Source: an optimization exercise on an open RTL-to-GDS flow (aim: small area, a short achievable clock period and few clock cycles per item). Production flows keep margins and buffers that such runs may drop. Only simulation tests tie the RTL to the original design; equivalence was not proved. Power is estimated from default activity; no workload was simulated.

<file path="design/flow/design.v">
package sm3_expnd_pkg;
    typedef logic [32-1:0] sm3_word_t;
endpackage
`timescale 1ns/1ps
module sm3_expnd_ctrl (
    input  logic clk,
    input  logic rst_n,
    input  logic pad_vld_i,
    input  logic pad_lst_i,
    output logic pad_rdy_o,
    output logic sel_exp_o,      
    output logic sel_wexp_o,     
    output logic sel_pad_o,      
    output logic expnd_vld_o,
    output logic expnd_lst_o
);
    logic [6:0] idx_q;       
    logic [3:0] dbt_q;       
    logic       done_q;      
    logic       lst_q;       
    logic       tlst_q;      
    logic       lsto_q;
    logic       rdy_q;       
    logic       exp_q;       
    logic       wexp_q;      
    logic       vld_q;
    logic       selp_q;      
    logic [3:0] tail_q;      
    logic       f_end_q;     
    logic       f_w15_q;     
    logic       f_idx0_q;    
    logic       f_ge4_q;     
    logic       f_ge5_q;     
    logic       f_dbt15_q;   
    logic       pad_acc;
    logic       inc;         
    logic       wrap;        
    logic       turn;        
    logic       rdy_d;
    logic       exp_d;
    logic       vld_d;
    logic [3:0] tail_d;
    assign pad_acc = pad_vld_i && selp_q && !exp_q;
    assign inc     = exp_q || (pad_vld_i && selp_q);
    assign wrap    = exp_q && f_end_q;
    assign turn    = !exp_q && !(pad_vld_i && selp_q) && !f_idx0_q;
    assign tail_d  = {tail_q[2:0], wrap};
    always_comb begin
        if (exp_q) begin
            exp_d = !f_end_q;
            rdy_d = f_end_q;
            vld_d = 1'b1;                        
        end else if (selp_q) begin
            exp_d = pad_vld_i && f_w15_q;
            rdy_d = pad_vld_i ? !f_w15_q : f_idx0_q;
            vld_d = pad_vld_i && f_ge4_q;
        end else begin
            exp_d = 1'b0;
            rdy_d = f_idx0_q || f_dbt15_q;       
            vld_d = f_dbt15_q && f_ge5_q && !done_q;
        end
    end
    always_ff @(posedge clk or negedge rst_n) begin
        if (!rst_n) begin
            idx_q     <= '0;
            dbt_q     <= '0;
            done_q    <= 1'b0;
            lst_q     <= 1'b0;
            tlst_q    <= 1'b0;
            lsto_q    <= 1'b0;
            rdy_q     <= 1'b0;    
            selp_q    <= 1'b0;
            exp_q     <= 1'b0;
            wexp_q    <= 1'b0;
            vld_q     <= 1'b0;
            tail_q    <= '0;
            f_end_q   <= 1'b0;
            f_w15_q   <= 1'b0;
            f_idx0_q  <= 1'b1;
            f_ge4_q   <= 1'b0;
            f_ge5_q   <= 1'b0;
            f_dbt15_q <= 1'b0;
        end else begin
            rdy_q  <= rdy_d;
            selp_q <= rdy_d || exp_d;
            exp_q  <= exp_d;
            wexp_q <= exp_d || (tail_d[2:0] != 3'd0);
            vld_q  <= vld_d || (tail_d[3:1] != 3'd0);
            tail_q <= tail_d;
            lsto_q <= tail_q[2] && tlst_q;
            if (wrap) begin
                tlst_q <= lst_q;
            end
            if (inc) begin
                idx_q     <= wrap ? 7'd0 : idx_q + 7'd1;
                f_end_q   <= (idx_q == 7'(64 - 1));
                f_w15_q   <= (idx_q == 7'd14);
                f_idx0_q  <= wrap;
                f_ge4_q   <= !wrap && (idx_q >= 7'd3);
                f_ge5_q   <= !wrap && (idx_q >= 7'(5 - 1));
            end
            if (turn) begin
                dbt_q     <= dbt_q + 4'd1;
                f_dbt15_q <= (dbt_q == 4'd14);
            end
            if (pad_acc) begin
                done_q <= 1'b0;
                lst_q  <= (lst_q && !f_idx0_q) || pad_lst_i;
            end else if (turn) begin
                done_q <= done_q || vld_q;
            end
        end
    end
    assign pad_rdy_o   = rdy_q;
    assign sel_exp_o   = exp_q;
    assign sel_wexp_o  = wexp_q;
    assign sel_pad_o   = selp_q;
    assign expnd_vld_o = vld_q;
    assign expnd_lst_o = lsto_q;
endmodule
`timescale 1ns/1ps
module sm3_word_window (
    input  logic                     clk,
    input  logic                     sel_exp_i,
    input  logic                     sel_wexp_i,
    input  logic                     sel_pad_i,
    input  sm3_expnd_pkg::sm3_word_t pad_d_i,
    output sm3_expnd_pkg::sm3_word_t wj_o,
    output sm3_expnd_pkg::sm3_word_t wjj_o
);
    localparam int NEWEST = 16 - 1;
    sm3_expnd_pkg::sm3_word_t win_q [16];
    sm3_expnd_pkg::sm3_word_t wjj_q;
    sm3_expnd_pkg::sm3_word_t mix_word;
    sm3_expnd_pkg::sm3_word_t exp_word;
    sm3_expnd_pkg::sm3_word_t in_word;
    function automatic sm3_expnd_pkg::sm3_word_t rotl(input sm3_expnd_pkg::sm3_word_t x, input int unsigned n);
        rotl = (x << n) | (x >> (32 - n));
    endfunction
    function automatic sm3_expnd_pkg::sm3_word_t p1(input sm3_expnd_pkg::sm3_word_t x);
        p1 = x ^ rotl(x, 15) ^ rotl(x, 23);
    endfunction
    assign mix_word = win_q[0] ^ win_q[7] ^ rotl(win_q[13], 15);
    assign exp_word = p1(mix_word) ^ rotl(win_q[3], 7) ^ win_q[10];
    assign in_word = sel_pad_i ? pad_d_i : win_q[0];
    always_ff @(posedge clk) begin
        for (int i = 0; i < NEWEST; i++) begin
            win_q[i] <= win_q[i + 1];
        end
        win_q[NEWEST] <= sel_exp_i ? exp_word : in_word;
        wjj_q         <= sel_wexp_i ? (win_q[NEWEST - 3] ^ exp_word)
                                    : (win_q[NEWEST - 3] ^ in_word);
    end
    assign wj_o  = win_q[NEWEST - 4];
    assign wjj_o = wjj_q;   
endmodule
`timescale 1ns/1ps
module sm3_expnd_top (
    input  logic      clk,
    input  logic      rst_n,
    input  sm3_expnd_pkg::sm3_word_t pad_d_i,
    input  logic      pad_vld_i,
    input  logic      pad_lst_i,
    output logic      pad_rdy_o,
    output sm3_expnd_pkg::sm3_word_t wj_o,
    output sm3_expnd_pkg::sm3_word_t wjj_o,
    output logic      expnd_vld_o,
    output logic      expnd_lst_o
);
    logic sel_exp;
    logic sel_wexp;
    logic sel_pad;
    sm3_expnd_ctrl u_ctrl (
        .clk         (clk),
        .rst_n       (rst_n),
        .pad_vld_i   (pad_vld_i),
        .pad_lst_i   (pad_lst_i),
        .pad_rdy_o   (pad_rdy_o),
        .sel_exp_o   (sel_exp),
        .sel_wexp_o  (sel_wexp),
        .sel_pad_o   (sel_pad),
        .expnd_vld_o (expnd_vld_o),
        .expnd_lst_o (expnd_lst_o)
    );
    sm3_word_window u_window (
        .clk       (clk),
        .sel_exp_i (sel_exp),
        .sel_wexp_i(sel_wexp),
        .sel_pad_i (sel_pad),
        .pad_d_i   (pad_d_i),
        .wj_o      (wj_o),
        .wjj_o     (wjj_o)
    );
endmodule
</file>
<file path="design/flow/flow/run.sh">
#!/bin/bash
# The standard layout, with every port buffered by a buf_2 instead of the
# buffer buffer_ports picks by itself.
set -euo pipefail
export BUFFER_PORTS_ARGS="-buffer_cell sky130_fd_sc_hd__buf_2"
bash standard.sh finish > standard.log 2>&1
</file>
<file path="design/flow/standard.sh">
#!/bin/bash
# synth_recipe.tcl (not shown) runs the flow's synth.tcl, then flattens the netlist and writes it again
# the make line also repeats each setting of config.mk as NAME=value (left out here)
make -C /OpenROAD-flow-scripts/flow DESIGN_CONFIG=/design/flow/config.mk WORK_HOME=/design/flow/orfs CLKGATE_MAP_FILE= SYNTH_SCRIPT=/design/flow/synth_recipe.tcl "${@:-finish}"
</file>
<file path="design/flow/config.mk">
export PLATFORM = sky130hd
export DESIGN_NAME = sm3_expnd_top
export DESIGN_NICKNAME = sm3_expnd_top
export VERILOG_FILES = /design/flow/design.v
export SDC_FILE = /design/flow/constraint.sdc
export NUM_CORES = 4
export LEC_CHECK = 0
export CAP_MARGIN = 20
export CORE_MARGIN = 2
export CORE_UTILIZATION = 65
export CTS_CLUSTER_DIAMETER = 80
export CTS_CLUSTER_SIZE = 30
export SETUP_SLACK_MARGIN = 1.7
export SLEW_MARGIN = 20
</file>
<file path="design/flow/constraint.sdc">
create_clock -name core_clock -period 3.5 [get_ports {clk}]
set_input_delay 0.7000 -clock core_clock [delete_from_list [all_inputs] [get_ports {clk}]]
set_output_delay 0.7000 -clock core_clock [all_outputs]
set_load 0.01 [all_outputs]
</file>
==> key figures <==
Clocking
  – CTS tree: done
  – Clock Latency Late Sink: 0.54 ns
  – Clock buffer depth: 3
  – Htree depth: 1
  – Clock buffer count from CTS: 23
  – Clock Root Buffer: clkbuf_16
  – Clock-pin slew on the worst setup and hold paths: 0.10 ns
  – CTS sink cnt: between 500 and 600

Critical path
  – Crit path from: u_ctrl.vld_q
  – Peak per-stage delay on the critical path: 0.39 ns
  – Slowest stage cell on the critical path: dfrtp_1
  – Crit Path Category: flip-flop to primary output
  – R2R Setup Slk: 1.76 ns
  – Worst Path Max Fanout: 2
  – Bufs and invs on worst path: 1
  – Worst reg2reg path endpoint: u_window.wjj_q[2]
  – CP Capture Type: primary output
  – Data required, critical path: 2.80 ns
  – RR Startpoint: u_window.win_q[0][19]
  – Data arrival, critical path: around 1.1 ns
  – Worst path cell trace: buf_2
  – Crit path launch type: flip-flop
  – R2R depth: 5
  – Crit-path leading delay family: flip-flops

Detailed routing
  – Drt drc: 0
  – Via-per-instance ratio: 4.712
  – 1st-iter DRT viols: 318
  – Via count: approximately 7000
  – Antenna-violating nets left: 0
  – Initial DRT Pass Iterations: 5
  – Final WL: 23820 um
  – Post-DR wirelength/cell: 16.32 um

Layout
  – Commonest cells after routing, fill and taps aside: dfxtp_1, xnor2_1, buf_2, nor2_1, a21oi_1
  – # diodes: 0
  – Final instance area: 16770 sq um
  – Nets: around 1200
  – Area grow syn2layout: 9.817%
  – Final core occ: 72.08%
  – Share of cells above drive strength 1: between 10% and 20%
  – Final cell count without fillers: 1460
  – Most common cell after layout, fill and taps aside: dfxtp_1

Global route
  – Total track usage: between 10% and 20%
  – Vias in the first global route: between 6000 and 7000
  – Initial antenna violation count: 0
  – Largest net degree at the start of global routing: 43
  – First-pass GRT wire length: 36370 um
  – GRT overflow: 0

Timing
  – Fin. Hold Viols: 0
  – Slew @ Worst Pin: around 0.63 ns
  – RSZ-0062 raised after global routing: true
  – Final setup fails: 0
  – Slew headroom: between 50% and 60%
  – Fin Hold WS: 0.1591 ns
  – Fmax: around 0.56 GHz
  – Max Slew Vio Count: 0
  – Clk_skew: 0.01641 ns
  – Setup TNS: 0 ns
  – Final period utilization: 50.63%
  – Tmin final: 1.772 ns
  – Setup slack after layout: 1.728 ns

Power
  – LEAKAGE: between 7 and 8 nW
  – VDD IR max: 0.0007078 V
  – Power per cell area: roughly 1200 nW/um^2
  – Post-route total power: 20.00 mW

Synthesis
  – Synthesized instance count: roughly 1000
  – Async SR Flop Fraction: 5.061%
  – Register area share after synthesis: between 70% and 80%
  – Syn_area_per_cell: approximately 15 sq um
  – Post-synth cell types: 34
  – Mapped Area: about 15000 sq um
  – Number of synthesized flops with an enable pin: 0
  – Syn nets: about 1100
  – Synth Warn #: 3
  – Synthesized flop and latch total: 573
  – Ys flop type: dfxtp_1

Place
  – Dpl ws: 1.581 ns
  – Placed Cells: 1432
  – PortBufs: between 100 and 150
  – DP Area: 16080 sq um
  – Post-DP HPWL: 16130 um
  – GPL Wtd Cong: 0.7854

Worst hold path
  – Hold Path Class: primary input to async pin

Floorplanning
  – Rows: 56
  – Die width: roughly 160 um
  – Die ar.: 24730 sq um
  – Io pins: 103
  – Core area: 23260 sq um
  – Die Height: 157.3 um
  – Initial Util: 65.64%

Flow run
  – MaxCap Viol Count: 0

Status
  – Status: complete, no violations
state kept, by name (all words and copies together) (netlist names):
signal	cells
u_ctrl.f_idx0_q	1
u_ctrl.selp_q	1
u_ctrl.rdy_q	1
u_ctrl.vld_q	1
u_ctrl.f_ge4_q	1
u_ctrl.f_ge5_q	1
u_ctrl.f_w15_q	1
u_ctrl.done_q	1
u_ctrl.lsto_q	1
u_ctrl.tail_q	3
u_ctrl.idx_q	7
u_window.wjj_q	32
u_ctrl.exp_q	1
u_ctrl.tlst_q	1
u_ctrl.f_end_q	1
u_ctrl.lst_q	1
u_window.win_q	512
u_ctrl.dbt_q	4
u_ctrl.f_dbt15_q	1
u_ctrl.wexp_q	1
worst max path at each step:
stage                        end  slack (ns)  cells after the start
2_1_floorplan    u_ctrl.dbt_q[3]        1.85                      4
3_3_place_gp     u_ctrl.dbt_q[3]        1.63                      5
3_5_place_dp     u_ctrl.dbt_q[3]        1.58                      5
4_1_cts              expnd_vld_o        1.70                      1
5_1_grt        u_window.wjj_q[2]        1.66                      5
6_report             expnd_vld_o        1.73                      1
per-layer routing:
layer	vias to the layer above	global-route usage (%)	wire [um]
met2	121	30.13	10550
met5	-	0	0
met1	3238	29.05	11870
met4	0	4.069	469
li1	3495	-	-
met3	26	2.974	924
cells by family after synthesis:
family,after synthesis,share of synthesized area (%)
simple gates,102,2.671
buf+inv,27,1.032
fa+ha+maj,5,0.4097
flops,573,76.08
mux,35,2.303
compound gates,86,3.024
xor+xnor,200,14.48
power by group:
part           switching, mW  internal, mW  total (mW)
clock network           1.82          1.21        3.04
logic                   3.27          3.35        6.62
registers               1.22          9.12        10.3
total                   6.31          13.7        20.0
synth_stat cells, drive strengths merged (2+ instances only):
master  instances  area share, %
nor3            2          0.066
nand4           5           0.20
mux2i          34            2.2
dfxtp         544             71
xnor3          32            4.8
o22ai           2          0.082
inv             5           0.12
and2            2          0.082
o21ai           7           0.23
buf             5           0.16
xnor2         132            7.6
a21o            2          0.098
nand2          15           0.37
dfrtp          28            4.6
a21oi          68            2.2
nor2           76            1.9
clkbuf         16           0.72
ha              5           0.41
xor2           36            2.1
cell type report:
class | count | area [sq um]
Clock buffer | 24 | 579.3
Clock inverter | 2 | 38.79
Fill cell | 1609 | 6494
Inverter | 6 | 22.52
Multi-Input combinational cell | 428 | 3526
Sequential cell | 573 | 11630
Tap cell | 319 | 399.1
Timing Repair Buffer | 108 | 570.5
timing repair:
item	4_1_cts	5_1_grt
hold buffers	0	0
setup buffers	1	1
gates resized for setup	4	19
pin swaps	2	8
endpoints found under the setup margin	5	55
gates cloned	0	0
Testbench counts, summed over its fixed seeds: cycles 6,272, items 6,144.

## afterwards: timing with drivers on the ports
Ports are ideal in the flow. The routed layout listed here was re-timed in OpenROAD.
Step 1 assumes that a clkbuf_16 drives the clock port and a buf_2 every other input.
Step 2 adds t to the input delays and takes it off the output delays; t is the mean of the earliest and latest rising clock arrival at the registers after step 1. Input paths then give back, and output paths get back, about the clock's delay inside the block.
a / b / c = ideal / step 1 / step 2; a / b = the first two.
t (ns): 0.584
setup WS [ns]: 1.728 / 1.680 / 1.648
hold WS [ns]: 0.159 / 0.132 / 0.319
worst setup path at the end: input to register
After both steps setup and hold are still met in this run. The setup slack of this run moves by -0.048 ns with the drivers and by -0.080 ns with both steps.
